This is an optimization exercise on Yosys and OpenROAD, whose aim is small area, not a production implementation. The RTL was checked by simulation tests, not by an equivalence proof against the original design. No activity file was given, so power comes from the tool's default toggle rates.

===== design.v =====
package lx_bus_pkg;
  localparam int DATA_WIDTH = 32;
  localparam int ADDR_WIDTH = 32;
  localparam int MSG_WIDTH = 4;
  localparam int CACHE_WORDS = 4;
  localparam int BUS_WORDS = 2;
  localparam int BEATS = CACHE_WORDS / BUS_WORDS;
  localparam int LINE_OFFSET_BITS = 2;
  typedef enum logic [MSG_WIDTH-1:0] {
    NO_REQ     = 4'd0,
    R_REQ      = 4'd1,
    WB_REQ     = 4'd2,
    RFO_BCAST  = 4'd6,
    MEM_RESP   = 4'd10,
    MEM_RESP_S = 4'd11,
    MEM_C_RESP = 4'd12
  } msg_t;
  typedef logic [DATA_WIDTH-1:0] word_t;
  typedef word_t [BUS_WORDS-1:0] beat_t;
  typedef union packed {
    word_t [CACHE_WORDS-1:0] words;
    beat_t [BEATS-1:0] beats;
  } line_t;
  typedef logic beat_index_t;
  typedef enum logic [2:0] {
    IDLE,
    READ_LINE,
    SEND_BEATS,
    RECEIVE,
    WRITE_LINE,
    WAIT_CLEAR
  } state_t;
endpackage
module lx_bus_interface
(
  input  logic                  clock,
  input  logic                  reset,
  input  logic                  req_ready,
  input  lx_bus_pkg::msg_t                  bus_msg_in,
  input  logic [lx_bus_pkg::ADDR_WIDTH-1:0] bus_address_in,
  input  lx_bus_pkg::beat_t                 bus_data_in,
  output lx_bus_pkg::msg_t                  bus_msg_out,
  output logic [lx_bus_pkg::ADDR_WIDTH-1:0] bus_address_out,
  output lx_bus_pkg::beat_t                 bus_data_out,
  input  lx_bus_pkg::msg_t                  cache_msg_in,
  input  lx_bus_pkg::line_t                 cache_data_in,
  output lx_bus_pkg::msg_t                  cache_msg_out,
  output logic [lx_bus_pkg::ADDR_WIDTH-1:0] cache_address_out,
  output lx_bus_pkg::line_t                 cache_data_out
);
  logic idle, aw, rl, crd, crf, sb, wc1, r0, r1, wl, cwr, wcw;
  logic wcr;
  logic rfo;      
  logic bm0;      
  logic [3:0] bmsg, cmsg;
  logic read_request, write_request, accept_rd, accept_wr;
  logic read_done, write_done, bus_idle;
  assign bmsg = bus_msg_in;
  assign cmsg = cache_msg_in;
  assign read_request  = (bmsg == 4'd1) || (bmsg == 4'd6);
  assign write_request = (bmsg == 4'd2);
  assign accept_rd     = idle && req_ready && read_request;
  assign accept_wr     = idle && req_ready && write_request;
  assign read_done     = (cmsg == 4'd10) || (cmsg == 4'd11);
  assign write_done    = (cmsg == 4'd10);
  assign bus_idle      = (bmsg == 4'd0);
  assign wcr           = aw && !idle;
  always_ff @(posedge clock) begin
    if (reset) begin
      idle <= 1'b1;
      aw   <= 1'b1;
      rl   <= 1'b0;
      crd  <= 1'b0;
      crf  <= 1'b0;
      sb   <= 1'b0;
      wc1  <= 1'b0;
      r0   <= 1'b0;
      r1   <= 1'b0;
      wl   <= 1'b0;
      cwr  <= 1'b0;
      wcw  <= 1'b0;
      bm0  <= 1'b0;
    end else begin
      idle <= (idle && !accept_rd && !accept_wr) || ((wc1 || wcr || wcw) && bus_idle);
      aw   <= (idle && !accept_rd && !accept_wr) || wc1 || wcr || (wcw && bus_idle);
      rl   <= accept_rd || (rl && !read_done);
      crd  <= rl && !read_done && !rfo;
      crf  <= rl && !read_done && rfo;
      sb   <= rl && read_done;
      wc1  <= sb;
      r0   <= accept_wr;
      r1   <= r0;
      wl   <= r1 || (wl && !write_done);
      cwr  <= wl && !write_done;
      wcw  <= (wl && write_done) || (wcw && !bus_idle);
      bm0  <= (rl && read_done && cmsg[0]) || (sb && bm0);
    end
  end
  always_ff @(posedge clock) begin
    if (idle) rfo <= (bmsg == 4'd6);
  end
  logic [31:0] addr_n, addr;
  assign addr = ~addr_n;
  always_ff @(posedge clock) begin
    addr_n <= ~((bus_address_in & {32{aw}}) | (addr & {32{!idle}}));
  end
  logic [63:0] lo_n, hi_n, lo, hi;
  logic [63:0] cin_lo, cin_hi;
  assign lo = ~lo_n;
  assign hi = ~hi_n;
  assign cin_lo = cache_data_in[63:0];
  assign cin_hi = cache_data_in[127:64];
  logic ld_lo, ld_hi;
  assign ld_lo = rl || r0;
  assign ld_hi = rl || r1;
  always_ff @(posedge clock) begin
    lo_n <= ~((lo | {64{ld_lo}}) & (cin_lo | {64{!rl}}) & (bus_data_in | {64{!r0}}));
    hi_n <= ~((hi | {64{ld_hi}}) & (cin_hi | {64{!rl}}) & (bus_data_in | {64{!r1}}));
  end
  logic bshow, cshow;
  assign bshow = sb || wc1 || wcw;
  assign cshow = crd || crf || cwr;
  assign bus_msg_out       = lx_bus_pkg::msg_t'({bshow, 1'b0, bshow, bm0});
  assign bus_address_out   = addr & {32{bshow}};
  assign bus_data_out      = (lo & {64{sb}}) | (hi & {64{wc1}});
  assign cache_msg_out     = lx_bus_pkg::msg_t'({1'b0, crf, crf || cwr, crd});
  assign cache_address_out = {addr[31:2] & {30{cshow}}, 2'b00};
  assign cache_data_out    = {hi & {64{cwr}}, lo & {64{cwr}}};
endmodule

===== flow/run.sh =====
#!/bin/bash
# Standard ORFS layout, except that the port buffers that buffer_ports inserts
# are the smallest buffer (buf_1) instead of the tool's default choice.
set -euo pipefail
export BUFFER_PORTS_ARGS="-buffer_cell sky130_fd_sc_hd__buf_1"
bash standard.sh > standard_flow.log 2>&1

===== standard.sh =====
#!/bin/bash
# synth_recipe.tcl (not shown) runs the flow's synth.tcl, then flattens the netlist and writes it again
# the make line also repeats each setting of config.mk as NAME=value (left out here)
make -C /OpenROAD-flow-scripts/flow DESIGN_CONFIG=/design/flow/config.mk WORK_HOME=/design/flow/orfs CLKGATE_MAP_FILE= SYNTH_SCRIPT=/design/flow/synth_recipe.tcl "${@:-finish}"

===== config.mk =====
export PLATFORM = sky130hd
export DESIGN_NAME = lx_bus_interface
export DESIGN_NICKNAME = lx_bus_interface
export VERILOG_FILES = /design/flow/design.v
export SDC_FILE = /design/flow/constraint.sdc
export NUM_CORES = 4
export LEC_CHECK = 0
export ABC_AREA = 1
export CAP_MARGIN = 20
export CORE_AREA = 5 5 175 175
export DIE_AREA = 0 0 180 180
export SLEW_MARGIN = 20

===== constraint.sdc =====
create_clock -name core_clock -period 4.0 [get_ports {clock}]
set_input_delay 0.8000 -clock core_clock [delete_from_list [all_inputs] [get_ports {clock}]]
set_output_delay 0.8000 -clock core_clock [all_outputs]
set_load 0.01 [all_outputs]

==> results of run 1 <==
[metrics by stage]
step | hold WS (ns) | util (%) | setup slack [ns]
3_5_place_dp | 0.426 | 32.4 | 1.48
2_1_floorplan | 0.411 | - | 2.19
5_1_grt | 0.439 | 34.6 | 0.927
4_1_cts | 0.430 | 34.6 | 1.01
6_report | 0.429 | 34.6 | 1.02
3_3_place_gp | 0.418 | 32.4 | 1.53
[area by class of cell]
| class | count | area (um2) | share of cell area, % |
|---|---|---|---|
| clock inverter | 13 | 179 | 1.80 |
| clock buffer | 19 | 453 | 4.57 |
| multi-input combinational | 624 | 3240 | 32.7 |
| sequential | 174 | 3490 | 35.2 |
| timing repair buffer | 507 | 1980 | 20.0 |
| inverter | 20 | 80.1 | 0.808 |
| tap | 384 | 480 | 4.85 |
[kinds of logic after synthesis]
kind of cell | after synthesis | synth area share (%)
other | 1 | 0.0518
AND/OR/NAND/NOR | 393 | 20.8
buffers and inverters | 111 | 7.48
flip-flops | 174 | 48.2
AO/OA/AOI/OAI | 227 | 23.4
[critical path: stages (launching register included)]
cell	delay, ns
dfxtp_1	0.35
inv_2	0.56
buf_4	0.50
o22ai_1	0.15
buf_1	0.16
[placed cells by master, fill, tap and decap left out]
cell type	synthesis	layout
bufinv_16	0	3
nand4_1	2	2
o221ai_1	128	128
a21oi_1	34	34
or2_2	1	1
dfxtp_1	173	172
clkinvlp_4	0	1
buf_1	2	494
inv_6	0	4
dfxtp_2	0	1
inv_8	0	1
nor3_2	2	1
o22ai_1	65	65
clkbuf_8	0	2
buf_8	0	1
inv_1	20	14
nor2_1	233	232
nand2_1	148	148
nor3_4	0	1
inv_2	0	4
conb_1	1	4
buf_12	0	2
nor2_4	0	3
clkinv_4	0	4
clkbuf_16	0	17
edfxtp_1	1	1
buf_4	12	10
inv_4	0	2
nand3_1	5	5
[path summary, 6_finish.rpt]
| kind | start | end | slack [ns] | cells after the start |
|---|---|---|---|---|
| hold reg to reg | rfo | crd | 0.43 | 1 |
| setup / recovery | sb | bus_data_out[53] | 1.02 | 4 |
| setup reg to reg | rl | lo_n[24] | 2.08 | 4 |
| hold / removal | rfo | crd | 0.43 | 1 |
[power groups by stage]
stage	Sequential, mW	Combinational, mW	Clock (mW)
after global placement	2.86	0.757	0
after detailed placement	2.85	0.794	0
after global routing	2.90	0.913	1.93
final	2.84	0.787	1.81
after floorplan	2.65	0.610	0
after CTS	2.82	0.793	1.87
[routing by layer]
metal  up-vias  GRT usage, %
li1       4080             -
met5         -             0
met1      4043          23.2
met2       467          31.3
met3        57          3.96
met4         0          7.31
[flip-flops by register name, indices dropped and copies added (netlist names)]
name,cells
wl,1
r1,1
hi_n,64
crf,1
addr_n,32
wc1,1
aw,1
bm0,1
cwr,1
rl,1
lo_n,64
rfo,1
sb,1
idle,1
wcw,1
r0,1
crd,1
==> impl_metrics.yaml, run 1 <==
route:
  dr.pass1.iters: 5
  dr_wl_met3_um: 2430
  wl_met1_um: 13100
  via_per_inst: 4.97
  antenna_left: 0
  drc: 0
  vias: 8647
  wirelength_um: 32200
  drtIter0Drc: 594
  post_drt_wl_per_cell_um: 18.5
  highest_layer: "met4"
  route.met2.wl_um: 15700
pwr:
  p_total_mw: 5.44
  p_leak_nw: 3.97
  seq_power_share_pct: 52.2
  pwr-share-clk_pct: 33.3
  p_sw_share_pct: 30.7
  pwr-share-comb_pct: 14.5
  peakVddDrop_uv: 244
  p_int_mw: 3.77
  power_switching_mw: 1.67
  cellPowerDensity_nw_per_um2: 548
setup_path:
  crit_type: "reg -> out"
  crit_required_ns: 3.20
  path_max_fanout: 34
  start_kind: "flip-flop"
  crit_arrival_ns: 2.18
  end_kind: "primary output"
yosys:
  ys_top_cells_by_count: "233 x nor2_1, 173 x dfxtp_1, 148 x nand2_1"
  ys_warn_count: 1
  yosysMostFrequentCell: "nor2_1"
  synthTopCellsByArea: "dfxtp_1 48%, o221ai_1 15%, nor2_1 12%, nand2_1 7.7%, o22ai_1 5.6%"
  ys_ff_latch: 174
  synth_edf_count: 1
  syn-cell-area_um2: 7240
  yosysUniqueCellTypes: 18
  syn_area_per_cell_um2: 7.99
  yosysSeqAreaShare_pct: 48.2
  syn_inst: 906
  ys.flop_type: "dfxtp_1"
  synth_top_area_cell: "dfxtp_1"
  synthArstFlopShare_pct: 0
  synth.top_cell.area_share_pct: 47.8
timing:
  worst_pin_slew_ns: 1.03
  period_minus_slack_ns: 2.98
  tns_ns: 0
  slew_headroom_pct: 31.7
  fmax_ghz: 0.336
  fin_crit_sh_pct: 74.5
  finClkSkew_ns: 0.0153
  rsz0062_at_grt: "false"
  setup_violations: 0
  slew_violations: 0
  hold_violations: 0
placed_design:
  gp_congestion: 0.911
  placed_area_um2: 9280
  hpwl_um: 23200
  portBuffers: 494
  dp_cells: 1709
global_routing:
  grt_use_total_pct: 18.5
  grt_pass1_wl_um: 48500
  grt_pass1_vias: 8504
  grt_remaining_overflow: 0
  grt_max_degree: 87
  antenna_found_initial: 0
layout:
  final_area_um2: 9910
  drive_gt1_share_pct: 4.27
  antenna_cells: 0
  final_nets: 1579
  area_growth_pct: 36.9
  num-fill-cells: 3082
  fin_cells: 1741
floorplanning:
  fp-row-count: 62
  design.portCount: 499
  die_y_um: 180
  initial_core_util_pct: 25.3
  die_w_um: 180
  core_area_um2: 28600
  dieArea_um2: 32400
clocking:
  cts_buffers: 17
  htree_levels: 4
  clk_path_buf_depth: 2
  hold_buffers: 0
  cts_tree: "yes"
  clk_pin_slew_ns: 0.07
  post_cts_buffers: 0
  clock_latency_ns: 0.42
  cts.repair.resized: 0
  cts_num_sinks: 174
  cts-root-buf: "clkbuf_16"
job:
  maxCapViolations: 0
run_status:
  status: "finished clean"
min_path:
  min_path_type: "reg -> reg"
==> inputs of run 2 (changes only) <==
--- a/config.mk
+++ b/config.mk
@@ -8,5 +8,7 @@
 export ABC_AREA = 1
 export CAP_MARGIN = 20
 export CORE_AREA = 5 5 175 175
+export CTS_CLUSTER_DIAMETER = 100
+export CTS_CLUSTER_SIZE = 30
 export DIE_AREA = 0 0 180 180
 export SLEW_MARGIN = 20
==> impl_metrics.yaml, run 2 <==
timing:
  period_minus_slack_ns: 2.98
  fin_crit_sh_pct: 74.5
  slew_violations: 0
  rsz0062_at_grt: "false"
  setup_violations: 0
  hold_violations: 0
  fmax_ghz: 0.336
  worst_pin_slew_ns: 1.03
  finClkSkew_ns: 0.0153
  slew_headroom_pct: 31.7
  timing.hold.ws_ns: 0.429
  tns_ns: 0
pwr:
  p_leak_nw: 3.97
  p_int_mw: 3.77
  p_total_mw: 5.44
  p_sw_share_pct: 30.7
  pwr-share-comb_pct: 14.5
  pwr-share-clk_pct: 33.3
  cellPowerDensity_nw_per_um2: 548
  seq_power_share_pct: 52.2
  power_switching_mw: 1.67
  peakVddDrop_uv: 244
clocking:
  cts-root-buf: "clkbuf_16"
  cts_num_sinks: 174
  cts_buffers: 17
  post_cts_buffers: 0
  clk_path_buf_depth: 2
  clk_pin_slew_ns: 0.07
  htree_levels: 4
  cts_tree: "yes"
  clock_latency_ns: 0.42
  cts.repair.resized: 0
  hold_buffers: 0
placed_design:
  gp_congestion: 0.911
  portBuffers: 494
  hpwl_um: 23200
setup_path:
  crit_type: "reg -> out"
  crit_arrival_ns: 2.18
  path_max_fanout: 34
  r2r_slack_ns: 2.08
  crit_path_end: "bus_data_out[53]"
  critPathLaunch: "sb"
  end_kind: "primary output"
  r2r_end: "lo_n[24]"
  start_kind: "flip-flop"
  crit_required_ns: 3.20
  r2r-start: "rl"
  reg2reg_depth: 4
layout:
  reg_top3: "hi_n x64, lo_n x64, addr_n x32"
  layout_commonest_cell: "buf_1"
  area_growth_pct: 36.9
  antenna_cells: 0
  drive_gt1_share_pct: 4.27
  layout_common_cells: "494 x buf_1, 232 x nor2_1, 172 x dfxtp_1"
  utilization_pct: 34.6
  final_nets: 1579
yosys:
  yosysMostFrequentCell: "nor2_1"
  synth_edf_count: 1
  yosysUniqueCellTypes: 18
  synthTopCellsByArea: "dfxtp_1 48%, o221ai_1 15%, nor2_1 12%, nand2_1 7.7%, o22ai_1 5.6%"
  synth.top_cell.area_share_pct: 47.8
  ys_top_cells_by_count: "233 x nor2_1, 173 x dfxtp_1, 148 x nand2_1"
  synth_top_area_cell: "dfxtp_1"
  syn_area_per_cell_um2: 7.99
  ys_ff_latch: 174
  synthArstFlopShare_pct: 0
  yosysSeqAreaShare_pct: 48.2
  syn-cell-area_um2: 7240
  ys_warn_count: 1
  ys.flop_type: "dfxtp_1"
  syn_inst: 906
global_routing:
  grt_pass1_wl_um: 48500
  grt_pass1_vias: 8504
  grt_remaining_overflow: 0
  grt_use_total_pct: 18.5
  antenna_found_initial: 0
  grt_max_degree: 87
route:
  drtIter0Drc: 594
  drc: 0
  vias: 8647
  wirelength_um: 32200
  post_drt_wl_per_cell_um: 18.5
  dr.pass1.iters: 5
  antenna_left: 0
  via_per_inst: 4.97
floorplanning:
  core_area_um2: 28600
  initial_core_util_pct: 25.3
  die_w_um: 180
  design.portCount: 499
  die_y_um: 180
  dieArea_um2: 32400
  fp-row-count: 62
min_path:
  min_path_type: "reg -> reg"
run_status:
  status: "finished clean"
job:
  maxCapViolations: 0
==> run 2: cell counts after synthesis <==
No cell type changed its count.
==> run 2: layout make-up <==
cell class,count,area [um2]
Tap cell,384,480
Clock inverter,13,179
Fill cell,3082,18700
Sequential cell,174,3490
Inverter,20,80.1
Clock buffer,19,453
Timing Repair Buffer,507,1980
Multi-Input combinational cell,624,3240
==> run 2: per-layer routing <==
metal / track usage, % / part of all wire (%)
met5: 0 / 0
met4: 7.31 / 3.0
met3: 3.96 / 7.5
met2: 31.3 / 49
met1: 23.2 / 41
==> run 2: kinds of logic after synthesis <==
kind of cell           synth area share (%)
buffers and inverters                  7.48
AO/OA/AOI/OAI                          23.4
other                                0.0518
flip-flops                             48.2
AND/OR/NAND/NOR                        20.8
==> run 2: how the worst min path moves through the flow <==
stage / startpoint / to / slack (ns) / cells past startpoint
after floorplan: rfo / crd / 0.41 / 1
after global placement: rfo / crd / 0.42 / 1
after detailed placement: rfo / crd / 0.43 / 1
after CTS: rfo / crd / 0.43 / 1
after global routing: rfo / crd / 0.44 / 1
final: rfo / crd / 0.43 / 1
==> run 2: power groups by stage <==
stage / combinational, mW / clock, mW / sequential, mW
after floorplan: 0.610 / 0 / 2.65
after global placement: 0.757 / 0 / 2.86
after detailed placement: 0.794 / 0 / 2.85
after CTS: 0.793 / 1.87 / 2.82
after global routing: 0.913 / 1.93 / 2.90
final: 0.787 / 1.81 / 2.84
==> run 2: critical path, stage by stage (launching register included) <==
cell and delay, ns:
dfxtp_1 0.35, inv_2 0.56, buf_4 0.50, o22ai_1 0.15, buf_1 0.16
==> run 2: stage by stage <==
step | cell area, um2 | worst slack [ns] | std cells
floorplan | 7250 | 2.19 | 909
global placement | 9260 | 1.53 | 1708
detailed placement | 9280 | 1.48 | 1709
CTS | 9910 | 1.01 | 1741
global route | 9910 | 0.927 | 1741
finish | 9910 | 1.02 | 1741
==> inputs of run 3 (changes only) <==
--- a/config.mk
+++ b/config.mk
@@ -8,7 +8,7 @@
 export ABC_AREA = 1
 export CAP_MARGIN = 20
 export CORE_AREA = 5 5 175 175
-export CTS_CLUSTER_DIAMETER = 100
-export CTS_CLUSTER_SIZE = 30
+export CTS_BUF_LIST = sky130_fd_sc_hd__clkbuf_8
 export DIE_AREA = 0 0 180 180
+export PLACE_DENSITY = 0.85
 export SLEW_MARGIN = 20
==> impl_metrics.yaml, run 3 <==
clocking:
  hold_buffers: 0
  cts_num_sinks: 174
  clock_latency_ns: 0.45
  cts-root-buf: "clkbuf_8"
  cts.repair.resized: 0
  htree_levels: 4
  cts_tree: "yes"
  cts_buffers: 17
  clk_pin_slew_ns: 0.10
  clk_path_buf_depth: 2
  post_cts_buffers: 0
layout:
  final_nets: 1579
  seq_area_um2: 3500
  final_area_um2: 9670
  reg_top3: "hi_n x64, lo_n x64, addr_n x32"
  num-fill-cells: 2988
  area_growth_pct: 33.5
  layout_common_cells: "494 x buf_1, 232 x nor2_1, 171 x dfxtp_1"
  antenna_cells: 0
  drive_gt1_share_pct: 4.05
  layout_commonest_cell: "buf_1"
  multi_input_area_um2: 3240
setup_path:
  r2r_end: "hi_n[15]"
  crit_required_ns: 3.20
  crit_path_end: "bus_data_out[52]"
  crit_type: "reg -> out"
  critPathLaunch: "sb"
  path_max_fanout: 31
  r2r-start: "rl"
  crit_arrival_ns: 2.00
  start_kind: "flip-flop"
  end_kind: "primary output"
  reg2reg_depth: 4
  r2r_slack_ns: 1.99
yosys:
  ys_warn_count: 1
  yosysMostFrequentCell: "nor2_1"
  ys.flop_type: "dfxtp_1"
  synthTopCellsByArea: "dfxtp_1 48%, o221ai_1 15%, nor2_1 12%, nand2_1 7.7%, o22ai_1 5.6%"
  synthArstFlopShare_pct: 0
  ys_ff_latch: 174
  synth.top_cell.area_share_pct: 47.8
  syn-cell-area_um2: 7240
  syn_area_per_cell_um2: 7.99
  yosysSeqAreaShare_pct: 48.2
  syn_inst: 906
  ys_top_cells_by_count: "233 x nor2_1, 173 x dfxtp_1, 148 x nand2_1"
  yosysUniqueCellTypes: 18
  synth_top_area_cell: "dfxtp_1"
  synth_edf_count: 1
floorplanning:
  dieArea_um2: 32400
  fp-row-count: 62
  die_y_um: 180
  initial_core_util_pct: 25.3
  die_w_um: 180
  design.portCount: 499
  core_area_um2: 28600
pwr:
  cellPowerDensity_nw_per_um2: 506
  power_switching_mw: 1.61
  seq_power_share_pct: 58.7
  p_sw_share_pct: 32.9
  pwr-share-comb_pct: 16.2
  pwr-share-clk_pct: 25.1
  p_leak_nw: 3.85
  peakVddDrop_uv: 202
  p_int_mw: 3.28
global_routing:
  grt_pass1_vias: 8644
  grt_use_total_pct: 18.2
  grt_remaining_overflow: 0
  antenna_found_initial: 2
  grt_max_degree: 100
  grt_pass1_wl_um: 47800
timing:
  fmax_ghz: 0.358
  setup_violations: 0
  slew_violations: 0
  fin_crit_sh_pct: 69.9
  rsz0062_at_grt: "false"
  slew_headroom_pct: 33.1
  tns_ns: 0
  hold_violations: 0
  period_minus_slack_ns: 2.80
  finClkSkew_ns: 0.0138
  worst_pin_slew_ns: 1.00
route:
  drtIter0Drc: 788
  dr.pass1.iters: 5
  wirelength_um: 31800
  drc: 0
  vias: 8864
  antenna_left: 0
  via_per_inst: 5.09
  post_drt_wl_per_cell_um: 18.3
placed_design:
  hpwl_um: 23500
  placed_area_um2: 9240
  gp_congestion: 0.993
  portBuffers: 494
job:
  maxCapViolations: 0
min_path:
  min_path_type: "reg -> reg"
run_status:
  status: "finished clean"
## run 3: cell count changes in the layout (fill, tap and decap cells not counted), sizes merged
cell	before	now
bufinv	3	2
clkbuf	19	17
clkinv	4	1
clkinvlp	1	5
inv	25	27
## run 3: final cells by class
class	instances	share of cell area, %
clock buffers	17	2.42
inverters	20	0.828
flip-flops and latches	174	36.2
multi-input cells	624	33.5
repair buffers	507	20.6
clock inverters	15	1.53
well taps	384	4.97
## run 3: layer usage
layer / vias up / routed length (um) / GRT usage, %
li1: 4081 / - / -
met1: 4077 / 11900 / 21.5
met2: 616 / 15100 / 30.5
met3: 86 / 3480 / 5.17
met4: 4 / 1290 / 8.75
met5: - / 21 / 0
## run 3: power groups by stage
stage,logic (mW),clock network (mW),registers [mW]
final,0.791,1.23,2.87
after global placement,0.739,0,2.86
after floorplan,0.610,0,2.65
after global routing,0.911,1.35,2.92
after detailed placement,0.797,0,2.87
after CTS,0.789,1.28,2.84
## run 3: worst min path at each step
stage	startpoint	end	cells after the start
2_1_floorplan	rfo	crd	1
3_3_place_gp	rfo	crd	1
3_5_place_dp	rfo	crd	1
4_1_cts	rfo	crd	1
5_1_grt	bus_address_in[31]	addr_n[31]	2
6_report	rfo	crd	1
## run 3: through the flow
stage                     power (mW)  std cells  hold slack, ns  setup slack, ns  utilization (%)
after global routing            5.18       1741           0.462             1.10             33.8
final                           4.89       1741           0.436             1.20             33.8
after CTS                       4.91       1739           0.445             1.07             33.6
after detailed placement        3.66       1707           0.428             1.60             32.3
after global placement          3.60       1707           0.419             1.68             32.3
after floorplan                 3.26        909           0.411             2.19                -
## run 3: critical path, cell delays in order, from the launching register on
cell     delay, ns
dfxtp_1       0.35
inv_2         0.39
buf_4         0.44
o22ai_1       0.18
buf_1         0.17
## run 3: cells by family (layout without fill, tap and decap cells)
family	Yosys count	count (layout)	share of synthesized area, %
AO/OA/AOI/OAI	227	227	23.4
buffers and inverters	111	559	7.48
flip-flops	174	174	48.2
other	1	4	0.0518
AND/OR/NAND/NOR	393	393	20.8
==> inputs of run 4 (changes only) <==
==> flow/run.sh (replaced) <==
#!/bin/bash
# Standard ORFS layout with two changes that only affect how the layout is
# built: the port buffers are the smallest buffer (buf_1) instead of the
# tool's default choice, and clock tree synthesis uses clkbuf_8 buffers and
# inserts no dummy loads.
set -euo pipefail
export BUFFER_PORTS_ARGS="-buffer_cell sky130_fd_sc_hd__buf_1"
export CTS_ARGS="-sink_clustering_enable -repair_clock_nets -dont_use_dummy_load -buf_list sky130_fd_sc_hd__clkbuf_8"
bash standard.sh > standard_flow.log 2>&1
--- a/config.mk
+++ b/config.mk
@@ -8,7 +8,5 @@
 export ABC_AREA = 1
 export CAP_MARGIN = 20
 export CORE_AREA = 5 5 175 175
-export CTS_BUF_LIST = sky130_fd_sc_hd__clkbuf_8
 export DIE_AREA = 0 0 180 180
-export PLACE_DENSITY = 0.85
 export SLEW_MARGIN = 20
==> impl_metrics.yaml, run 4 <==
setup_path:
  crit_type: "reg -> out"
  critPathLaunch: "sb"
  r2r_slack_ns: 2.10
  crit_arrival_ns: 2.17
  end_kind: "primary output"
  r2r-start: "rl"
  crit_required_ns: 3.20
  path_max_fanout: 34
  crit_path_end: "bus_data_out[53]"
  r2r_end: "lo_n[45]"
  start_kind: "flip-flop"
  reg2reg_depth: 4
layout:
  utilization_pct: 33.2
  layout_common_cells: "494 x buf_1, 232 x nor2_1, 172 x dfxtp_1"
  area_growth_pct: 31.4
  reg_top3: "hi_n x64, lo_n x64, addr_n x32"
  layout_commonest_cell: "buf_1"
  final_nets: 1579
  antenna_cells: 0
  drive_gt1_share_pct: 3.20
  final_area_um2: 9520
clocking:
  htree_levels: 4
  clk_pin_slew_ns: 0.09
  cts_num_sinks: 174
  cts-root-buf: "clkbuf_8"
  cts.repair.resized: 0
  hold_buffers: 0
  clk_path_buf_depth: 2
  clock_latency_ns: 0.45
  post_cts_buffers: 0
  cts_tree: "yes"
  cts_buffers: 17
timing:
  rsz0062_at_grt: "false"
  timing.hold.ws_ns: 0.408
  tns_ns: 0
  slew_violations: 0
  fmax_ghz: 0.336
  slew_headroom_pct: 32.4
  period_minus_slack_ns: 2.97
  fin_crit_sh_pct: 74.3
  hold_violations: 0
  finClkSkew_ns: 0.0416
  setup_violations: 0
  worst_pin_slew_ns: 1.01
  fin_ws_ns: 1.03
run_status:
  status: "finished clean"
yosys:
  synth.top_cell.area_share_pct: 47.8
  synth-compound-area-share_pct: 23.4
  syn_area_per_cell_um2: 7.99
  synthSimpleGateAreaFrac_pct: 20.8
  yosysSeqAreaShare_pct: 48.2
  yosysMostFrequentCell: "nor2_1"
  ys_warn_count: 1
  synthArstFlopShare_pct: 0
  syn-cell-area_um2: 7240
  synth_top_family_by_area: "compound AO/OA/AOI/OAI gates"
  synth_xor_area_share_pct: 0
  yosysUniqueCellTypes: 18
  synth.mux.area_fraction_pct: 0
  synth_edf_count: 1
  ys.flop_type: "dfxtp_1"
  synthTopCellsByArea: "dfxtp_1 48%, o221ai_1 15%, nor2_1 12%, nand2_1 7.7%, o22ai_1 5.6%"
  syn_inst: 906
  ys_ff_latch: 174
  synthAdderAreaFrac_pct: 0
  ys_top_cells_by_count: "233 x nor2_1, 173 x dfxtp_1, 148 x nand2_1"
  synth_top_area_cell: "dfxtp_1"
placed_design:
  placed_area_um2: 9280
  portBuffers: 494
  gp_congestion: 0.911
  hpwl_um: 23200
  pre_cts_slack_ns: 1.48
floorplanning:
  fp-row-count: 62
  initial_core_util_pct: 25.3
  core_area_um2: 28600
  dieArea_um2: 32400
  die_y_um: 180
  design.portCount: 499
  die_w_um: 180
route:
  via_per_inst: 4.99
  dr.pass1.iters: 5
  vias: 8611
  drc: 0
  wirelength_um: 31900
  post_drt_wl_per_cell_um: 18.5
  drtIter0Drc: 570
  antenna_left: 0
min_path:
  min_path_type: "reg -> reg"
  hold_depth: 1
  hold_start: "rfo"
global_routing:
  grt_remaining_overflow: 0
  antenna_found_initial: 0
  grt_pass1_wl_um: 48100
  grt_use_total_pct: 18.4
  grt_max_degree: 87
  grt_pass1_vias: 8437
job:
  maxCapViolations: 0
pwr:
  peakVddDrop_uv: 215
  p_leak_nw: 3.78
  cellPowerDensity_nw_per_um2: 482
run 4: cell types whose count changed in the layout (fill, tap and decap cells not counted), moves of 2 or more:
| cell | change |
|---|---|
| bufinv_16 | -2 |
| inv_1 | -4 |
| inv_6 | -3 |
| clkinvlp_4 | -5 |
run 4: critical path, cell delays in order (launching register included):
cell	delay, ns
dfxtp_1	0.36
inv_2	0.55
buf_4	0.49
o22ai_1	0.14
buf_1	0.16
run 4: how the worst min path moves through the flow:
| stage | end | slack, ns |
|---|---|---|
| floorplan | crd | 0.41 |
| global placement | crd | 0.42 |
| detailed placement | crd | 0.43 |
| CTS | crd | 0.41 |
| global route | crd | 0.43 |
| finish | crd | 0.41 |
run 4: per-layer routing:
layer  part of all wire (%)  vias to the layer above  GRT usage [%]
met4                    2.9                        0           7.22
met3                    7.9                       55           3.78
met5                      0                        -              0
li1                       -                     4069              -
met2                     48                      479           30.9
met1                     41                     4008           23.1
run 4: per-stage QoR:
| stage | power [mW] | cells |
|---|---|---|
| 6_report | 4.58 | 1726 |
| 2_1_floorplan | 3.26 | 909 |
| 3_5_place_dp | 3.64 | 1709 |
| 4_1_cts | 4.63 | 1726 |
| 3_3_place_gp | 3.61 | 1708 |
| 5_1_grt | 4.88 | 1726 |
run 4: cells by family (layout without fill, tap and decap cells):
logic type / after synthesis / after routing
AOI/OAI and AO/OA: 227 / 227
other: 1 / 4
DFF: 174 / 174
and+or+nand+nor: 393 / 393
buffers and inverters: 111 / 544
run 4: final cells by class:
cell class,count,area (um2)
Clock buffer,17,234
Tap cell,384,480
Sequential cell,174,3490
Multi-Input combinational cell,624,3240
Inverter,20,80.1
Fill cell,3118,19100
Timing Repair Buffer,507,1980
run 4: power by group:
| part | switching (mW) | internal, mW | total, mW |
|---|---|---|---|
| Combinational | 0.359 | 0.425 | 0.784 |
| Sequential | 0.532 | 2.31 | 2.84 |
| Clock | 0.581 | 0.378 | 0.960 |
| Total | 1.47 | 3.11 | 4.58 |
==> inputs of run 5 (changes only) <==
--- a/config.mk
+++ b/config.mk
@@ -9,4 +9,5 @@
 export CAP_MARGIN = 20
 export CORE_AREA = 5 5 175 175
 export DIE_AREA = 0 0 180 180
+export PLACE_DENSITY = 0.7
 export SLEW_MARGIN = 20
==> impl_metrics.yaml, run 5 <==
route:
  highest_layer: "met5"
  dr.pass1.iters: 5
  wl_met1_um: 12200
  post_drt_wl_per_cell_um: 18.6
  wirelength_um: 32200
  via_per_inst: 5.09
  dr_wl_met3_um: 3170
  route.met2.wl_um: 15700
  antenna_left: 0
  drc: 0
  vias: 8794
  drtIter0Drc: 733
clocking:
  clk_pin_slew_ns: 0.07
  cts.repair.resized: 0
  htree_levels: 4
  post_cts_buffers: 0
  cts_tree: "yes"
  cts_buffers: 17
  hold_buffers: 0
  clock_latency_ns: 0.44
  cts_num_sinks: 174
  clk_path_buf_depth: 2
  cts-root-buf: "clkbuf_8"
layout:
  layout_common_cells: "494 x buf_1, 232 x nor2_1, 172 x dfxtp_1"
  drive_gt1_share_pct: 3.28
  antenna_cells: 0
  fin_cells: 1727
  reg_top3: "hi_n x64, lo_n x64, addr_n x32"
  final_area_um2: 9510
  num-fill-cells: 3117
  final_nets: 1580
  layout_commonest_cell: "buf_1"
  area_growth_pct: 31.3
yosys:
  synthSimpleGateAreaFrac_pct: 20.8
  synth_xor_area_share_pct: 0
  syn_inst: 906
  synth.mux.area_fraction_pct: 0
  synth-compound-area-share_pct: 23.4
  synthTopCellsByArea: "dfxtp_1 48%, o221ai_1 15%, nor2_1 12%, nand2_1 7.7%, o22ai_1 5.6%"
  yosysMostFrequentCell: "nor2_1"
  yosysSeqAreaShare_pct: 48.2
  synth_top_family_by_area: "compound AO/OA/AOI/OAI gates"
  ys_ff_latch: 174
  ys_warn_count: 1
  synthAdderAreaFrac_pct: 0
  yosysUniqueCellTypes: 18
  ys_top_cells_by_count: "233 x nor2_1, 173 x dfxtp_1, 148 x nand2_1"
  synth.top_cell.area_share_pct: 47.8
  syn-cell-area_um2: 7240
  synth_edf_count: 1
  syn_area_per_cell_um2: 7.99
  synth_top_area_cell: "dfxtp_1"
  synthArstFlopShare_pct: 0
  ys.flop_type: "dfxtp_1"
placed_design:
  portBuffers: 494
  hpwl_um: 24000
  dp_cells: 1710
  gp_congestion: 0.953
  placed_area_um2: 9270
floorplanning:
  fp-row-count: 62
  die_y_um: 180
  die_w_um: 180
  design.portCount: 499
  dieArea_um2: 32400
  initial_core_util_pct: 25.3
  core_area_um2: 28600
setup_path:
  crit_path_end: "bus_data_out[14]"
  r2r-start: "rl"
  critPathLaunch: "wc1"
  crit_type: "reg -> out"
  path_max_fanout: 46
  r2r_end: "lo_n[12]"
  crit_arrival_ns: 2.21
  start_kind: "flip-flop"
  r2r_slack_ns: 1.96
  reg2reg_depth: 4
  crit_required_ns: 3.20
  end_kind: "primary output"
global_routing:
  grt_remaining_overflow: 0
  grt_use_total_pct: 18.6
  grt_pass1_vias: 8653
  antenna_found_initial: 1
  grt_pass1_wl_um: 49100
  grt_max_degree: 65
timing:
  setup_violations: 0
  worst_pin_slew_ns: 1.09
  rsz0062_at_grt: "false"
  tns_ns: 0
  fmax_ghz: 0.332
  fin_crit_sh_pct: 75.2
  slew_violations: 0
  hold_violations: 0
  finClkSkew_ns: 0.0440
  slew_headroom_pct: 27.5
  period_minus_slack_ns: 3.01
min_path:
  hold_depth: 1
  min_path_type: "reg -> reg"
pwr:
  peakVddDrop_uv: 204
  p_leak_nw: 3.78
  cellPowerDensity_nw_per_um2: 484
run_status:
  status: "finished clean"
job:
  maxCapViolations: 0
-- run 5: cell counts after synthesis --
Identical to the previous run, type by type.
-- run 5: cell type report --
cell class	instances	area [um2]	area share, %
flip-flops and latches	174	3490	36.7
multi-input cells	624	3240	34.1
repair buffers	508	1980	20.8
well taps	384	480	5.05
clock buffers	17	234	2.46
inverters	20	80.1	0.842
-- run 5: per-layer routing --
layer | up-vias | track usage [%]
met5 | - | 0
met4 | 2 | 7.07
met3 | 76 | 5.17
met2 | 581 | 32.0
met1 | 4075 | 22.0
li1 | 4060 | -
-- run 5: critical path: stages (launching register included) --
cell	delay (ns)
dfxtp_1	0.34
inv_2	0.73
buf_4	0.40
o22ai_1	0.13
buf_1	0.16
-- run 5: cell families after synthesis --
kind of cell	Yosys count
and+or+nand+nor	393
AOI/OAI and AO/OA	227
DFF	174
buffers and inverters	111
other	1
-- run 5: worst min path at each step --
stage | start | endpoint
final | rfo | crd
after global routing | bus_address_in[10] | addr_n[10]
after CTS | rfo | crd
after detailed placement | rfo | crd
after global placement | rfo | crd
after floorplan | rfo | crd
-- run 5: report_power, final --
group | switching [mW] | internal, mW | total [mW]
Combinational | 0.381 | 0.423 | 0.804
Sequential | 0.540 | 2.31 | 2.85
Clock | 0.577 | 0.379 | 0.956
Total | 1.50 | 3.11 | 4.61
-- run 5: metrics by stage --
stage                     hold WS [ns]  util, %  power (mW)  worst slack (ns)
after floorplan                  0.411        -        3.26              2.19
after global placement           0.428     32.3        3.62              1.49
after detailed placement         0.429     32.4        3.66              1.41
after CTS                        0.421     33.2        4.63             0.924
after global routing             0.440     33.2        4.89             0.859
final                            0.422     33.2        4.61             0.992
==> inputs of run 6 (changes only) <==
--- a/config.mk
+++ b/config.mk
@@ -9,5 +9,5 @@
 export CAP_MARGIN = 20
 export CORE_AREA = 5 5 175 175
 export DIE_AREA = 0 0 180 180
-export PLACE_DENSITY = 0.7
+export PLACE_DENSITY = 0.92
 export SLEW_MARGIN = 20
==> impl_metrics.yaml, run 6 <==
yosys:
  synthSimpleGateAreaFrac_pct: 20.8
  syn_area_per_cell_um2: 7.99
  synth_xor_area_share_pct: 0
  ys_ff_latch: 174
  synth_edf_count: 1
  syn_inst: 906
  ys_top_cells_by_count: "233 x nor2_1, 173 x dfxtp_1, 148 x nand2_1"
  synthArstFlopShare_pct: 0
  yosysSeqAreaShare_pct: 48.2
  ys.flop_type: "dfxtp_1"
  synth.top_cell.area_share_pct: 47.8
  synthAdderAreaFrac_pct: 0
  yosysMostFrequentCell: "nor2_1"
  synth_top_area_cell: "dfxtp_1"
  synth_top_family_by_area: "compound AO/OA/AOI/OAI gates"
  ys_warn_count: 1
  syn-cell-area_um2: 7240
  synthTopCellsByArea: "dfxtp_1 48%, o221ai_1 15%, nor2_1 12%, nand2_1 7.7%, o22ai_1 5.6%"
  synth.mux.area_fraction_pct: 0
  yosysUniqueCellTypes: 18
  synth-compound-area-share_pct: 23.4
pwr:
  peakVddDrop_uv: 202
  cellPowerDensity_nw_per_um2: 481
  p_total_mw: 4.58
  p_leak_nw: 3.78
run_status:
  status: "finished clean"
placed_design:
  pre_cts_slack_ns: 1.38
  portBuffers: 494
  hpwl_um: 23400
  gp_congestion: 1.02
setup_path:
  path_max_fanout: 36
  start_kind: "flip-flop"
  crit_type: "reg -> out"
  r2r-start: "rl"
  crit_required_ns: 3.20
  r2r_end: "hi_n[53]"
  slowest_stage: "inv_2"
  path_cells: "inv_2 -> buf_12 -> o22ai_1 -> buf_1"
  end_kind: "primary output"
  crit_arrival_ns: 2.01
  reg2reg_depth: 4
  r2r_slack_ns: 1.90
  cpPeakStageDelay_ns: 0.65
timing:
  rsz0062_at_grt: "false"
  slew_violations: 0
  hold_violations: 0
  finClkSkew_ns: 0.0373
  timing.hold.ws_ns: 0.451
  worst_pin_slew_ns: 1.11
  fmax_ghz: 0.355
  tns_ns: 0
  slew_headroom_pct: 25.9
  period_minus_slack_ns: 2.81
  fin_crit_sh_pct: 70.3
  setup_violations: 0
  fin_ws_ns: 1.19
global_routing:
  antenna_found_initial: 0
  grt_remaining_overflow: 0
  grt_use_total_pct: 18.3
  grt_max_degree: 105
  grt_pass1_vias: 8981
  grt_pass1_wl_um: 48500
floorplanning:
  die_y_um: 180
  dieArea_um2: 32400
  initial_core_util_pct: 25.3
  fp-row-count: 62
  die_w_um: 180
  design.portCount: 499
  core_area_um2: 28600
route:
  drtIter0Drc: 731
  post_drt_wl_per_cell_um: 18.5
  dr.pass1.iters: 8
  wirelength_um: 32000
  via_per_inst: 5.19
  vias: 8962
  drc: 0
  antenna_left: 0
clocking:
  cts_tree: "yes"
  clock_latency_ns: 0.46
  clk_path_buf_depth: 2
  cts.repair.resized: 0
  cts_num_sinks: 174
  hold_buffers: 0
  clk_pin_slew_ns: 0.11
  cts_buffers: 17
  cts-root-buf: "clkbuf_8"
  post_cts_buffers: 0
  htree_levels: 4
layout:
  layout_common_cells: "494 x buf_1, 232 x nor2_1, 172 x dfxtp_1"
  multi_input_area_um2: 3240
  drive_gt1_share_pct: 3.13
  seq_area_um2: 3490
  layout_commonest_cell: "buf_1"
  final_nets: 1578
  area_growth_pct: 31.4
  num-fill-cells: 2992
  reg_top3: "hi_n x64, lo_n x64, addr_n x32"
job:
  maxCapViolations: 0
min_path:
  hold_depth: 2
  hold_start: "wl"
  min_path_type: "reg -> reg"
  min_to: "cwr"
-- run 6: layout make-up --
class / instances / area share (%)
clock buffer: 17 / 2.46
tap: 384 / 5.05
multi-input combinational: 624 / 34.1
timing repair buffer: 506 / 20.8
inverter: 20 / 0.868
antenna: 1 / 0.0263
sequential: 174 / 36.7
-- run 6: cell families (layout without fill, tap and decap cells) --
kind of cell,Yosys count,count (layout)
AO/OA/AOI/OAI,227,227
buffers and inverters,111,543
flip-flops,174,174
other,1,5
AND/OR/NAND/NOR,393,393
-- run 6: critical path: cells and delay by family, from the launching register on --
family	cells	cell delay (ns)
AO/OA/AOI/OAI	1	0.11
flip-flops	1	0.34
buffers and inverters	3	1.11
-- run 6: report_power, final --
part / total (mW) / switching [mW] / internal (mW)
logic: 0.815 / 0.392 / 0.423
clock network: 0.945 / 0.568 / 0.377
registers: 2.82 / 0.513 / 2.31
-- run 6: how the worst max path moves through the flow --
stage	from	end	slack [ns]	cells after the start
after detailed placement	cwr	cache_address_out[24]	1.38	4
final	sb	bus_data_out[33]	1.19	4
after floorplan	cwr	cache_address_out[10]	2.19	4
after global routing	cwr	cache_address_out[24]	1.09	4
after global placement	cwr	cache_address_out[15]	1.54	4
after CTS	cwr	cache_address_out[24]	0.84	4
-- run 6: routing by layer --
metal	routed length [um]	vias to the layer above	GRT usage, %
met5	0	-	0
met4	964	0	8.50
met3	3230	74	4.95
met2	15600	616	31.2
met1	12200	4210	21.4
li1	-	4062	-
-- run 6: through the flow --
stage / cells / utilization, % / instance area [um2]
global route: 1725 / 33.2 / 9510
floorplan: 909 / - / 7250
global placement: 1707 / 32.3 / 9250
finish: 1726 / 33.2 / 9510
CTS: 1724 / 33.1 / 9490
detailed placement: 1707 / 32.3 / 9250
==> inputs of run 7 (changes only) <==
--- a/config.mk
+++ b/config.mk
@@ -9,5 +9,5 @@
 export CAP_MARGIN = 20
 export CORE_AREA = 5 5 175 175
 export DIE_AREA = 0 0 180 180
-export PLACE_DENSITY = 0.92
+export PLACE_DENSITY = 0.85
 export SLEW_MARGIN = 20
==> impl_metrics.yaml, run 7 <==
clocking:
  post_cts_buffers: 0
  clk_pin_slew_ns: 0.09
  cts_num_sinks: 174
  cts_buffers: 17
  clk_path_buf_depth: 2
  htree_levels: 4
  cts-root-buf: "clkbuf_8"
  cts_tree: "yes"
  cts.repair.resized: 0
  clock_latency_ns: 0.43
  hold_buffers: 0
yosys:
  syn-cell-area_um2: 7240
  syn_area_per_cell_um2: 7.99
  synth_edf_count: 1
  ys_ff_latch: 174
  synth.top_cell.area_share_pct: 47.8
  syn_inst: 906
  synthArstFlopShare_pct: 0
  synth_top_area_cell: "dfxtp_1"
  yosysMostFrequentCell: "nor2_1"
  ys_warn_count: 1
  ys.flop_type: "dfxtp_1"
  synthTopCellsByArea: "dfxtp_1 48%, o221ai_1 15%, nor2_1 12%, nand2_1 7.7%, o22ai_1 5.6%"
  yosysSeqAreaShare_pct: 48.2
  yosysUniqueCellTypes: 18
  ys_top_cells_by_count: "233 x nor2_1, 173 x dfxtp_1, 148 x nand2_1"
setup_path:
  r2r_slack_ns: 1.99
  slowest_stage: "buf_4"
  path_delay_family: "buffers and inverters"
  crit_arrival_ns: 1.99
  crit_type: "reg -> out"
  path_max_fanout: 31
  path_cells: "inv_2 -> buf_4 -> o22ai_1 -> buf_1"
  start_kind: "flip-flop"
  end_kind: "primary output"
  cpPeakStageDelay_ns: 0.46
  crit_required_ns: 3.20
  path_buf_inv: 3
placed_design:
  portBuffers: 494
  hpwl_um: 23500
  placed_area_um2: 9240
  gp_congestion: 0.993
route:
  post_drt_wl_per_cell_um: 18.4
  dr.pass1.iters: 5
  vias: 8885
  antenna_left: 0
  via_per_inst: 5.14
  drtIter0Drc: 833
  wirelength_um: 31800
  drc: 0
floorplanning:
  core_area_um2: 28600
  dieArea_um2: 32400
  die_w_um: 180
  initial_core_util_pct: 25.3
  fp-row-count: 62
  design.portCount: 499
  die_y_um: 180
timing:
  setup_violations: 0
  slew_violations: 0
  period_minus_slack_ns: 2.79
  rsz0062_at_grt: "false"
  finClkSkew_ns: 0.0197
  hold_violations: 0
  tns_ns: 0
  fmax_ghz: 0.358
  fin_crit_sh_pct: 69.9
  slew_headroom_pct: 31.9
  worst_pin_slew_ns: 1.02
global_routing:
  grt_max_degree: 100
  grt_use_total_pct: 18.2
  grt_pass1_vias: 8613
  antenna_found_initial: 2
  grt_pass1_wl_um: 47600
  grt_remaining_overflow: 0
pwr:
  peakVddDrop_uv: 177
  cellPowerDensity_nw_per_um2: 484
  p_leak_nw: 3.78
layout:
  reg_top3: "hi_n x64, lo_n x64, addr_n x32"
  drive_gt1_share_pct: 3.28
  final_nets: 1579
  area_growth_pct: 31.5
  final_area_um2: 9520
  layout_common_cells: "494 x buf_1, 232 x nor2_1, 171 x dfxtp_1"
  layout_commonest_cell: "buf_1"
job:
  maxCapViolations: 0
run_status:
  status: "finished clean"
min_path:
  min_path_type: "reg -> reg"
==> run 7: cell counts after synthesis <==
No cell type changed its count.
==> run 7: cells by family (layout without fill, tap and decap cells) <==
logic type,count (synthesis),after routing,synth area share (%)
buf+inv,111,544,7.48
flops,174,174,48.2
simple gates,393,393,20.8
compound gates,227,227,23.4
other cells,1,5,0.0518
==> run 7: cell type report <==
type / instances / area, um2
antenna: 1 / 2.50
clock buffer: 17 / 234
fill: 2999 / 19100
inverter: 20 / 80.1
multi-input combinational: 624 / 3240
sequential: 174 / 3500
tap: 384 / 480
timing repair buffer: 507 / 1990
==> run 7: power breakdown <==
group	leakage, nW	internal (mW)	switching [mW]
Combinational	2.20	0.423	0.367
Clock	0.122	0.378	0.576
Sequential	1.46	2.31	0.561
==> run 7: per-stage QoR <==
step / std cells / hold slack (ns) / util [%] / power [mW] / setup slack (ns)
floorplan: 909 / 0.411 / - / 3.26 / 2.19
global placement: 1707 / 0.419 / 32.3 / 3.60 / 1.68
detailed placement: 1707 / 0.428 / 32.3 / 3.66 / 1.60
CTS: 1724 / 0.445 / 33.1 / 4.63 / 1.09
global route: 1726 / 0.465 / 33.3 / 4.89 / 1.12
finish: 1727 / 0.437 / 33.3 / 4.61 / 1.21
==> run 7: worst paths after layout <==
kind	start	end	cells after the start
worst max-delay path	sb	bus_data_out[52]	4
worst min-delay path	rfo	crd	1
worst max register to register	rl	hi_n[15]	4
worst min register to register	rfo	crd	1
==> run 7: metal layers <==
layer | routed length [um] | vias up | global-route usage [%]
li1 | - | 4072 | -
met1 | 12000 | 4130 | 21.4
met2 | 15100 | 614 | 30.4
met3 | 3380 | 67 | 5.17
met4 | 1250 | 2 | 8.72
met5 | 13 | - | 0
==> run 7: worst register-to-register path, stage by stage (launching register included) <==
cell and delay (ns):
dfxtp_1 0.41, nor2_4 0.80, buf_4 0.51, nand2_1 0.12
o221ai_1 0.08
==> inputs of run 8 (changes only) <==
--- a/flow/run.sh
+++ b/flow/run.sh
@@ -5,5 +5,7 @@
 # inserts no dummy loads.
 set -euo pipefail
 export BUFFER_PORTS_ARGS="-buffer_cell sky130_fd_sc_hd__buf_1"
+export GPL_TIMING_DRIVEN=0
+export REMOVE_ABC_BUFFERS=1
 export CTS_ARGS="-sink_clustering_enable -repair_clock_nets -dont_use_dummy_load -buf_list sky130_fd_sc_hd__clkbuf_8"
 bash standard.sh > standard_flow.log 2>&1
==> impl_metrics.yaml, run 8 <==
setup_path:
  cpPeakStageDelay_ns: 0.36
  slowest_stage: "dfxtp_1"
  path_buf_inv: 2
  crit_type: "reg -> out"
  crit_arrival_ns: 1.89
  path_delay_family: "simple AND/OR/NAND/NOR gates"
  crit_required_ns: 3.20
  path_cells: "or2_2 -> nor2_2 -> buf_6 -> nor2_1 -> buf_1"
  path_max_fanout: 23
  start_kind: "flip-flop"
  end_kind: "primary output"
layout:
  seq_area_um2: 3500
  area_growth_pct: 33.1
  num-fill-cells: 2978
  multi_input_area_um2: 3240
  reg_top3: "hi_n x64, lo_n x64, addr_n x32"
  layout_commonest_cell: "buf_1"
  layout_common_cells: "494 x buf_1, 232 x nor2_1, 171 x dfxtp_1"
  final_area_um2: 9640
  drive_gt1_share_pct: 3.21
  fin_cells: 1726
  final_nets: 1578
floorplanning:
  dieArea_um2: 32400
  die_w_um: 180
  fp-row-count: 62
  design.portCount: 499
  die_y_um: 180
  core_area_um2: 28600
  initial_core_util_pct: 25.3
global_routing:
  grt_remaining_overflow: 0
  grt_use_total_pct: 17.3
  grt_pass1_wl_um: 46700
  antenna_found_initial: 0
  grt_pass1_vias: 8945
  grt_max_degree: 81
timing:
  rsz0062_at_grt: "false"
  setup_violations: 0
  worst_pin_slew_ns: 0.663
  hold_violations: 0
  tns_ns: 0
  fin_crit_sh_pct: 67.2
  slew_violations: 0
  finClkSkew_ns: 0.0284
  fmax_ghz: 0.372
  slew_headroom_pct: 55.8
  period_minus_slack_ns: 2.69
yosys:
  synth_top_area_cell: "dfxtp_1"
  syn-cell-area_um2: 7240
  synth.top_cell.area_share_pct: 47.8
  synthArstFlopShare_pct: 0
  yosysUniqueCellTypes: 18
  ys_warn_count: 1
  syn_area_per_cell_um2: 7.99
  ys_ff_latch: 174
  synth_edf_count: 1
  syn_inst: 906
  ys.flop_type: "dfxtp_1"
  ys_top_cells_by_count: "233 x nor2_1, 173 x dfxtp_1, 148 x nand2_1"
  yosysMostFrequentCell: "nor2_1"
  yosysSeqAreaShare_pct: 48.2
  synthTopCellsByArea: "dfxtp_1 48%, o221ai_1 15%, nor2_1 12%, nand2_1 7.7%, o22ai_1 5.6%"
placed_design:
  portBuffers: 494
  gp_congestion: 0.973
  dp_cells: 1708
  hpwl_um: 22800
  placed_area_um2: 9400
clocking:
  hold_buffers: 0
  clock_latency_ns: 0.43
  clk_path_buf_depth: 2
  cts_buffers: 17
  clk_pin_slew_ns: 0.08
  cts_tree: "yes"
  htree_levels: 4
  cts_num_sinks: 174
  cts-root-buf: "clkbuf_8"
  cts.repair.resized: 0
  post_cts_buffers: 0
pwr:
  p_leak_nw: 3.84
  p_total_mw: 4.57
  cellPowerDensity_nw_per_um2: 474
  peakVddDrop_uv: 207
route:
  wirelength_um: 30100
  post_drt_wl_per_cell_um: 17.4
  dr.pass1.iters: 5
  drc: 0
  via_per_inst: 5.17
  antenna_left: 0
  vias: 8919
  drtIter0Drc: 741
job:
  maxCapViolations: 0
run_status:
  status: "finished clean"
min_path:
  min_path_type: "reg -> reg"
[run 8: cell counts after synthesis]
Identical to the previous run, type by type.
[run 8: final timing paths]
| check | startpoint | end | slack [ns] | depth (start not counted) |
|---|---|---|---|---|
| setup reg to reg | rl | lo_n[14] | 2.46 | 3 |
| setup / recovery | cwr | cache_address_out[27] | 1.31 | 5 |
| hold reg to reg | bm0 | bm0 | 0.46 | 2 |
| hold / removal | bm0 | bm0 | 0.46 | 2 |
[run 8: cell families (layout without fill, tap and decap cells)]
family / count (synthesis) / in the layout / synth area share [%]
simple gates: 393 / 393 / 20.8
other cells: 1 / 5 / 0.0518
buf+inv: 111 / 543 / 7.48
compound gates: 227 / 227 / 23.4
flops: 174 / 174 / 48.2
[run 8: final cells by class]
| cell class | instances | share of cell area (%) |
|---|---|---|
| Tap cell | 384 | 4.98 |
| Multi-Input combinational cell | 624 | 33.6 |
| Antenna cell | 1 | 0.0260 |
| Sequential cell | 174 | 36.3 |
| Timing Repair Buffer | 506 | 21.7 |
| Clock buffer | 17 | 2.43 |
| Inverter | 20 | 0.986 |
[run 8: layer usage]
metal / track usage (%) / vias up / share of wire, %
met5: 0 / - / 0
met4: 7.95 / 0 / 3.1
met3: 4.47 / 66 / 9.8
met2: 29.2 / 614 / 48
met1: 20.7 / 4183 / 39
li1: - / 4056 / -
[run 8: worst register-to-register path: stages (launching register included)]
cell and delay [ns]:
dfxtp_1 0.42, inv_6 0.40, buf_16 0.29, o221ai_1 0.26
[run 8: where the power goes]
group	internal (mW)	switching [mW]	total, mW
Combinational	0.433	0.367	0.800
Clock	0.378	0.579	0.957
Sequential	2.31	0.504	2.81
[run 8: stage by stage]
step / util (%) / hold slack, ns / setup slack (ns)
floorplan: - / 0.411 / 0.843
detailed placement: 32.9 / 0.447 / 1.79
global placement: 31.9 / 0.428 / -0.483
finish: 33.7 / 0.461 / 1.31
global route: 33.7 / 0.450 / 1.19
CTS: 33.7 / 0.460 / 1.27
==> inputs of run 9 (changes only) <==
--- a/flow/run.sh
+++ b/flow/run.sh
@@ -5,7 +5,5 @@
 # inserts no dummy loads.
 set -euo pipefail
 export BUFFER_PORTS_ARGS="-buffer_cell sky130_fd_sc_hd__buf_1"
-export GPL_TIMING_DRIVEN=0
-export REMOVE_ABC_BUFFERS=1
 export CTS_ARGS="-sink_clustering_enable -repair_clock_nets -dont_use_dummy_load -buf_list sky130_fd_sc_hd__clkbuf_8"
 bash standard.sh > standard_flow.log 2>&1
--- a/config.mk
+++ b/config.mk
@@ -7,7 +7,7 @@
 export LEC_CHECK = 0
 export ABC_AREA = 1
 export CAP_MARGIN = 20
-export CORE_AREA = 5 5 175 175
-export DIE_AREA = 0 0 180 180
+export CORE_AREA = 4 4 168 168
+export DIE_AREA = 0 0 172 172
 export PLACE_DENSITY = 0.85
 export SLEW_MARGIN = 20
==> impl_metrics.yaml, run 9 <==
clocking:
  post_cts_buffers: 0
  cts_tree: "yes"
  cts_num_sinks: 174
  cts-root-buf: "clkbuf_8"
  htree_levels: 4
  hold_buffers: 0
  clk_path_buf_depth: 2
  cts.repair.resized: 0
  clock_latency_ns: 0.46
  cts_buffers: 17
  clk_pin_slew_ns: 0.11
timing:
  finClkSkew_ns: 0.0469
  setup_violations: 0
  fin_crit_sh_pct: 73.9
  slew_violations: 0
  hold_violations: 0
  tns_ns: 0
  worst_pin_slew_ns: 1.08
  period_minus_slack_ns: 2.96
  slew_headroom_pct: 27.7
  rsz0062_at_grt: "false"
  fmax_ghz: 0.338
placed_design:
  portBuffers: 494
  hpwl_um: 22100
  gp_congestion: 0.965
yosys:
  ys_top_cells_by_count: "233 x nor2_1, 173 x dfxtp_1, 148 x nand2_1"
  yosysMostFrequentCell: "nor2_1"
  synth_edf_count: 1
  synth_top_area_cell: "dfxtp_1"
  yosysUniqueCellTypes: 18
  syn_inst: 906
  synthTopCellsByArea: "dfxtp_1 48%, o221ai_1 15%, nor2_1 12%, nand2_1 7.7%, o22ai_1 5.6%"
  ys_ff_latch: 174
  ys.flop_type: "dfxtp_1"
  synth.top_cell.area_share_pct: 47.8
  synthArstFlopShare_pct: 0
  syn_area_per_cell_um2: 7.99
  syn-cell-area_um2: 7240
  yosysSeqAreaShare_pct: 48.2
  ys_warn_count: 1
pwr:
  seq_power_share_pct: 62.0
  pwr-share-comb_pct: 17.2
  p_sw_share_pct: 32.3
  power_switching_mw: 1.48
  p_leak_nw: 3.76
  p_int_mw: 3.11
  cellPowerDensity_nw_per_um2: 487
  p_total_mw: 4.59
  pwr-share-clk_pct: 20.8
  peakVddDrop_uv: 246
route:
  dr.pass1.iters: 5
  via_per_inst: 5.27
  antenna_left: 0
  drc: 0
  wirelength_um: 30600
  drtIter0Drc: 548
  vias: 8822
  post_drt_wl_per_cell_um: 18.3
global_routing:
  grt_use_met1_pct: 22.5
  grt_remaining_overflow: 0
  grt_max_degree: 96
  grt_busiest_layer: "met2"
  gr-usage-met2_pct: 31.5
  antenna_found_initial: 1
  grt_pass1_vias: 8351
  grt_use_total_pct: 18.9
  grt_pass1_wl_um: 44400
  met3_usage_pct: 5.58
setup_path:
  crit_type: "reg -> out"
  path_max_fanout: 46
  end_kind: "primary output"
  crit_arrival_ns: 2.16
  crit_required_ns: 3.20
  start_kind: "flip-flop"
min_path:
  min_path_type: "reg -> reg"
floorplanning:
  die_y_um: 172
  core_area_um2: 26300
  fp-row-count: 59
  design.portCount: 499
  initial_core_util_pct: 27.6
  die_w_um: 172
  dieArea_um2: 29600
layout:
  seq_area_um2: 3500
  multi_input_area_um2: 3240
  layout_common_cells: "494 x buf_1, 232 x nor2_1, 171 x dfxtp_1"
  drive_gt1_share_pct: 3.06
  antenna_cells: 0
  final_nets: 1576
  reg_top3: "hi_n x64, lo_n x64, addr_n x32"
  area_growth_pct: 30.1
  layout_commonest_cell: "buf_1"
  num-fill-cells: 2731
job:
  maxCapViolations: 0
run_status:
  status: "finished clean"
-- run 9: cell types whose count changed in the layout (fill, tap and decap cells not counted) --
cell / before / now
buf_6: 1 / 0
buf_12: 8 / 1
nor2_4: 2 / 3
inv_2: 0 / 4
buf_16: 2 / 0
diode_2: 1 / 0
inv_4: 4 / 2
buf_4: 0 / 8
nor2_2: 1 / 0
inv_6: 2 / 0
-- run 9: worst max-delay path, stage by stage (launching register included) --
cell and delay (ns):
dfxtp_1 0.34, inv_2 0.64, buf_4 0.42, o22ai_1 0.12, buf_1 0.16
-- run 9: final cells by class --
type	count	share of cell area, %
well taps	335	4.45
clock buffers	17	2.48
inverters	20	0.850
repair buffers	504	20.7
flip-flops and latches	174	37.1
multi-input cells	624	34.4
-- run 9: final timing paths --
kind	startpoint	end	slack, ns	depth (start not counted)
min reg2reg	wl	cwr	0.44	2
min	wl	cwr	0.44	2
max	sb	bus_data_out[4]	1.04	4
max reg2reg	rl	lo_n[56]	2.01	3
-- run 9: logic make-up after synthesis --
family                 after synthesis  share of synthesized area [%]
buffers and inverters              111                           7.48
and+or+nand+nor                    393                           20.8
DFF                                174                           48.2
AOI/OAI and AO/OA                  227                           23.4
other                                1                         0.0518
-- run 9: per-stage QoR --
stage                     cell area (um2)  worst slack, ns  cells  hold slack (ns)  util [%]
after detailed placement             9170             1.44   1656            0.432      34.9
final                                9420             1.04   1674            0.436      35.9
after global routing                 9420            0.894   1674            0.455      35.9
after global placement               9170             1.53   1656            0.429      34.9
after CTS                            9400            0.899   1673            0.430      35.8
after floorplan                      7250             2.19    909            0.411         -
-- run 9: power by group through the flow --
stage | clock network [mW] | logic [mW] | registers [mW]
floorplan | 0 | 0.610 | 2.65
global placement | 0 | 0.739 | 2.84
detailed placement | 0 | 0.790 | 2.85
CTS | 0.993 | 0.788 | 2.82
global route | 1.06 | 0.908 | 2.92
finish | 0.954 | 0.791 | 2.84
-- run 9: routing by layer --
layer / share of wire [%] / vias to the layer above
met2: 48 / 609
met4: 3.2 / 2
met3: 11 / 65
met1: 38 / 4087
li1: - / 4059
met5: 0.065 / -
==> inputs of run 10 (changes only) <==
--- a/flow/run.sh
+++ b/flow/run.sh
@@ -5,5 +5,5 @@
 # inserts no dummy loads.
 set -euo pipefail
 export BUFFER_PORTS_ARGS="-buffer_cell sky130_fd_sc_hd__buf_1"
-export CTS_ARGS="-sink_clustering_enable -repair_clock_nets -dont_use_dummy_load -buf_list sky130_fd_sc_hd__clkbuf_8"
+export CTS_ARGS="-sink_clustering_enable -repair_clock_nets -dont_use_dummy_load -buf_list sky130_fd_sc_hd__clkbuf_8 -root_buf sky130_fd_sc_hd__clkbuf_16"
 bash standard.sh > standard_flow.log 2>&1
--- a/config.mk
+++ b/config.mk
@@ -7,7 +7,6 @@
 export LEC_CHECK = 0
 export ABC_AREA = 1
 export CAP_MARGIN = 20
-export CORE_AREA = 4 4 168 168
-export DIE_AREA = 0 0 172 172
-export PLACE_DENSITY = 0.85
+export CORE_AREA = 5 5 175 175
+export DIE_AREA = 0 0 180 180
 export SLEW_MARGIN = 20
==> impl_metrics.yaml, run 10 <==
setup_path:
  cpPeakStageDelay_ns: 0.55
  path_max_fanout: 34
  end_kind: "primary output"
  crit_required_ns: 3.20
  r2r-start: "rl"
  path_delay_family: "buffers and inverters"
  start_kind: "flip-flop"
  slowest_stage: "inv_2"
  path_cells: "inv_2 -> buf_4 -> o22ai_1 -> buf_1"
  crit_type: "reg -> out"
  crit_arrival_ns: 2.11
  path_buf_inv: 3
  critPathLaunch: "sb"
  r2r_slack_ns: 2.11
placed_design:
  placed_area_um2: 9280
  gp_congestion: 0.911
  portBuffers: 494
  hpwl_um: 23200
yosys:
  ys_top_cells_by_count: "233 x nor2_1, 173 x dfxtp_1, 148 x nand2_1"
  syn_area_per_cell_um2: 7.99
  yosysMostFrequentCell: "nor2_1"
  ys.flop_type: "dfxtp_1"
  syn_inst: 906
  yosysUniqueCellTypes: 18
  synth_top_area_cell: "dfxtp_1"
  ys_ff_latch: 174
  ys_warn_count: 1
  synth_edf_count: 1
  synth.top_cell.area_share_pct: 47.8
  synthTopCellsByArea: "dfxtp_1 48%, o221ai_1 15%, nor2_1 12%, nand2_1 7.7%, o22ai_1 5.6%"
  yosysSeqAreaShare_pct: 48.2
  synthArstFlopShare_pct: 0
  syn-cell-area_um2: 7240
run_status:
  status: "finished clean"
layout:
  drive_gt1_share_pct: 3.20
  final_nets: 1579
  layout_common_cells: "494 x buf_1, 232 x nor2_1, 172 x dfxtp_1"
  antenna_cells: 0
  layout_commonest_cell: "buf_1"
  reg_top3: "hi_n x64, lo_n x64, addr_n x32"
  final_area_um2: 9530
  area_growth_pct: 31.5
timing:
  hold_violations: 0
  finClkSkew_ns: 0.0404
  period_minus_slack_ns: 2.91
  rsz0062_at_grt: "false"
  slew_violations: 0
  setup_violations: 0
  fmax_ghz: 0.344
  tns_ns: 0
  worst_pin_slew_ns: 1.00
  fin_crit_sh_pct: 72.8
  slew_headroom_pct: 33.1
global_routing:
  antenna_found_initial: 0
  grt_pass1_vias: 8437
  grt_remaining_overflow: 0
  grt_max_degree: 87
  grt_use_total_pct: 18.4
  grt_pass1_wl_um: 48100
route:
  via_per_inst: 4.97
  antenna_left: 0
  wirelength_um: 31900
  post_drt_wl_per_cell_um: 18.5
  vias: 8572
  drc: 0
  dr.pass1.iters: 5
  drtIter0Drc: 572
floorplanning:
  design.portCount: 499
  fp-row-count: 62
  die_y_um: 180
  dieArea_um2: 32400
  core_area_um2: 28600
  die_w_um: 180
  initial_core_util_pct: 25.3
clocking:
  cts_num_sinks: 174
  clk_pin_slew_ns: 0.09
  clock_latency_ns: 0.39
  post_cts_buffers: 0
  hold_buffers: 0
  cts-root-buf: "clkbuf_16"
  htree_levels: 4
  cts_tree: "yes"
  cts_buffers: 17
  cts.repair.resized: 0
  clk_path_buf_depth: 2
min_path:
  hold_start: "rfo"
  min_path_type: "reg -> reg"
pwr:
  cellPowerDensity_nw_per_um2: 483
  p_leak_nw: 3.79
  peakVddDrop_uv: 215
job:
  maxCapViolations: 0
## run 10: cell types whose count changed in the layout (fill, tap and decap cells not counted), sizes merged
cell	previous run	this run
buf	504	507
## run 10: worst register-to-register path, stage by stage (launching register included)
cell and delay, ns:
dfxtp_1 0.41, nor2_4 0.75, buf_4 0.47, nand2_1 0.10, o221ai_1 0.08
## run 10: cells by family after synthesis
logic type             Yosys count  share of synthesized area [%]
flip-flops                     174                           48.2
buffers and inverters          111                           7.48
AO/OA/AOI/OAI                  227                           23.4
other                            1                         0.0518
AND/OR/NAND/NOR                393                           20.8
## run 10: worst paths after layout
kind,endpoint,cells past startpoint
worst max-delay path,bus_data_out[53],4
worst min-delay path,crd,1
worst min register to register,crd,1
worst max register to register,lo_n[45],4
## run 10: final cells by class
| class | count | area, um2 |
|---|---|---|
| Sequential cell | 174 | 3490 |
| Tap cell | 384 | 480 |
| Fill cell | 3119 | 19100 |
| Inverter | 20 | 80.1 |
| Clock buffer | 17 | 245 |
| Multi-Input combinational cell | 624 | 3240 |
| Timing Repair Buffer | 507 | 1980 |
## run 10: power breakdown
group	switching (mW)	internal (mW)
logic	0.360	0.425
registers	0.529	2.31
clock network	0.580	0.404
## run 10: metal layers
layer / global-route usage, % / routed length (um)
met1: 23.1 / 13000
met2: 30.9 / 15400
met3: 3.78 / 2600
met4: 7.22 / 923
met5: 0 / 0
## run 10: stage by stage
step	setup slack, ns	hold WS (ns)	total power, mW	instances	utilization [%]
finish	1.09	0.408	4.61	1726	33.3
floorplan	2.19	0.411	3.26	909	-
global route	0.973	0.426	4.91	1726	33.3
detailed placement	1.48	0.426	3.64	1709	32.4
CTS	1.08	0.414	4.66	1726	33.3
global placement	1.53	0.418	3.61	1708	32.4

-- what the ideal ports hide --
The results above use ideal ports. As a check the final layouts listed here were re-extracted and re-timed, cells and wires unchanged. Step 1 assumes that a clkbuf_16 drives the clock port and a buf_2 every other input. Step 2 times the ports against the registers' clock, not the clock port: input delays grow and output delays shrink by t, the midpoint of the rising clock arrivals with the driver on. Three values: ideal, step 1, step 2; two values: the first two.
run	t, ns	setup WS [ns]
run 1	0.461	1.020 / 0.974 / 1.435
run 2	0.461	1.020 / 0.974 / 1.435
run 3	0.480	1.204 / 1.166 / 1.647
run 4	0.468	1.028 / 0.989 / 1.457
run 5	0.461	0.992 / 0.953 / 1.414
run 6	0.476	1.186 / 1.150 / 1.626
run 7	0.471	1.206 / 1.167 / 1.637
run 8	0.456	1.313 / 1.281 / 1.736
run 9	0.473	1.042 / 1.002 / 1.474
run 10	0.410	1.089 / 1.045 / 1.455
After both steps every run listed still meets setup and hold.
